This design comes from an exercise in tuning for small area, a short achievable clock period and few clock cycles on the open sky130 flow, not from production work. Function was checked by simulation only, so behaviour that the tests miss may differ from the original. Power and IR drop assume default switching activity.

== before ==
Design cpu, start of the top module:
module cpu (
	input  logic i_clk,
	input  logic i_reset,
	input  logic i_load_addr,
	input  logic i_load_data,
	input  logic i_execute,
	input  cpu_pkg::byte_t i_data_in,
	output cpu_pkg::byte_t o_data_out,
	output logic o_waiting
);
Settings: LEC_CHECK=0, CAP_MARGIN=10, CORE_MARGIN=2, CORE_UTILIZATION=55, CTS_BUF_LIST=sky130_fd_sc_hd__clkbuf_8, CTS_CLUSTER_DIAMETER=50, CTS_CLUSTER_SIZE=16, SETUP_SLACK_MARGIN=2.6, SLEW_MARGIN=10, TNS_END_PERCENT=10; clock period 6.5 ns.
run.sh (not shown) runs the stock make flow with config.mk's settings and CLKGATE_MAP_FILE= SYNTH_SCRIPT=/design/flow/synth_recipe.tcl, a recipe that flattens the netlist after the stock synthesis.
before has completed all stages; timing, DRC and antenna checks passed.
Testbench counts of before, summed over its fixed seeds: cycles 11,872.
Input changes introduced in after (baseline for comparison: before):
Settings: a deleted TNS_END_PERCENT that had been 10; a change of SLEW_MARGIN from 10 to 20; a change of CAP_MARGIN from 10 to 20.
### Flow results
after was carried through to the last stage, and its layout satisfied the timing, DRC and antenna checks. before → after: slack of the critical path saw an increase, combinational power saw an increase. after against before: detail-routed net length per standard cell held steady; combined global-route utilization of all metal layers held steady; met3 usage grew by 0.51 points. Total power of after is higher than that of before. Worst slack after detailed placement of before is on par with after. after and before ended up with nearly the same placed cell area. Of after and before, before shows the lower portion of the layout cell area used by non-clock buffers, with after above it. before → after: global-route wire length before repair did not really move, power share of the combinational group went up.


## v44
Another version of the RTL of cpu (not shown whole).
Size in the first run: roughly 5700 cells after synthesis, roughly 2200 flip-flops, about 0.095 mm² of cells after synthesis.
make LEC_CHECK=0 CAP_MARGIN=20 CORE_MARGIN=2 CORE_UTILIZATION=55 CTS_BUF_LIST=sky130_fd_sc_hd__clkbuf_8 CTS_CLUSTER_DIAMETER=50 CTS_CLUSTER_SIZE=16 SETUP_SLACK_MARGIN=2.0 SLEW_MARGIN=20 finish   # period 6.5 ns
v44 finished end to end and its layout was clean on timing, DRC and antenna.
Testbench counts of v44, summed over its fixed seeds: cycles 11,872.
Edits applied to the flow inputs when going from v44 to v51:
--- a/flow/config.mk
+++ b/flow/config.mk
@@ -7,2 +7,3 @@
 export LEC_CHECK = 0
+export ABC_CLOCK_PERIOD_IN_PS = 3500
 export CAP_MARGIN = 20
@@ -10,6 +11,3 @@
 export CORE_UTILIZATION = 55
-export CTS_BUF_LIST = sky130_fd_sc_hd__clkbuf_8
-export CTS_CLUSTER_DIAMETER = 50
-export CTS_CLUSTER_SIZE = 16
-export SETUP_SLACK_MARGIN = 2.0
+export SETUP_SLACK_MARGIN = 3.0
 export SLEW_MARGIN = 20
### Flow results
v51 vs v44: detailed placer's ending HPWL down slightly. Comparing v51 and v44, the lower clock-pin transition on the worst setup and hold timing paths is on v51. v44 finished every stage and its layout cleared the timing, DRC and antenna checks. v51: flow completed, timing, DRC and antenna clean. Looking at cell with the largest stage delay on the worst path, the sky130_fd_sc_hd__mux4_2 result is from v51; the sky130_fd_sc_hd__nor2_1 one comes from v44. In v51 relative to v44, number of clock buffer instances in the layout had gone up by more than a quarter.
The inputs of v43 differ from those of v51 as listed below.
--- a/flow/config.mk
+++ b/flow/config.mk
@@ -7,6 +7,5 @@
 export LEC_CHECK = 0
-export ABC_CLOCK_PERIOD_IN_PS = 3500
 export CAP_MARGIN = 20
 export CORE_MARGIN = 2
-export CORE_UTILIZATION = 55
+export CORE_UTILIZATION = 65
 export SETUP_SLACK_MARGIN = 3.0
--- outcome ---
- Between v51 and v43, the flow reports routed length on met2 decreasing by a few percent.
- v51 → v43: combinational cell fraction of total power now larger; share of final-layout standard cells stronger than drive strength 1 now larger; final cell count now smaller; worst setup slack now smaller; via count now larger.
- v43 against v51: insertion delay of the later-clocked pin in the worst-skew pair saw little to no change, maximum number of pins on one net before global-route repair saw an increase, multi-input gate count saw little to no change.


cpu again, from the RTL that the note above started with.
make LEC_CHECK=0 CAP_MARGIN=20 CORE_MARGIN=2 CORE_UTILIZATION=40 SLEW_MARGIN=20 finish   # period 6.5 ns
Testbench counts at the start, summed over its fixed seeds: cycles 11,872.
Change:
CORE_UTILIZATION = 55   (was 40)
SETUP_SLACK_MARGIN = 2.0   (was unset)
Effect: The new run finished clean. Worst hold slack gets better by 0.025 ns. Routed wire length goes up by 3.1%. Clock power goes down by about 3%. Via count goes up by 1.5%. Cell area goes up by 1.2%. Total power goes up by 1.6%.

-- what the ideal ports hide --
Ports are ideal in the flow. The routed layouts listed here were re-timed in OpenROAD. Step 1: set_driving_cell puts a clkbuf_16 on i_clk and a buf_2 on each other input, an assumption about the parent block. Step 2 adds t to the input delays and takes it off the output delays; t is the mean of the earliest and latest rising clock arrival at the registers after step 1. Input paths then give back, and output paths get back, about the clock's delay inside the block. Three values: ideal, step 1, step 2; two values: the first two.
run	shift t [ns]	setup slack, ns	hold slack, ns	worst setup path at the end	worst register clock-pin slew, ns
before	1.071	2.163 / 2.163 / 2.163	0.448 / 0.448 / 0.448	register to register	0.11 / 0.11
after	1.083	2.205 / 2.205 / 2.205	0.447 / 0.447 / 0.447	register to register	0.11 / 0.11
v44	1.072	1.909 / 1.909 / 1.909	0.503 / 0.503 / 0.503	register to register	0.11 / 0.11
v51	0.945	2.067 / 2.067 / 2.067	0.477 / 0.477 / 0.477	register to register	0.07 / 0.07
v43	0.938	1.969 / 1.969 / 1.969	0.482 / 0.482 / 0.482	register to register	0.07 / 0.07
the first run of note 3	0.956	0.517 / 0.517 / 0.517	0.478 / 0.478 / 0.478	register to register	0.07 / 0.07
the second run of note 3	0.955	1.970 / 1.970 / 1.970	0.503 / 0.503 / 0.503	register to register	0.07 / 0.07
After both steps setup and hold are still met in every run listed.
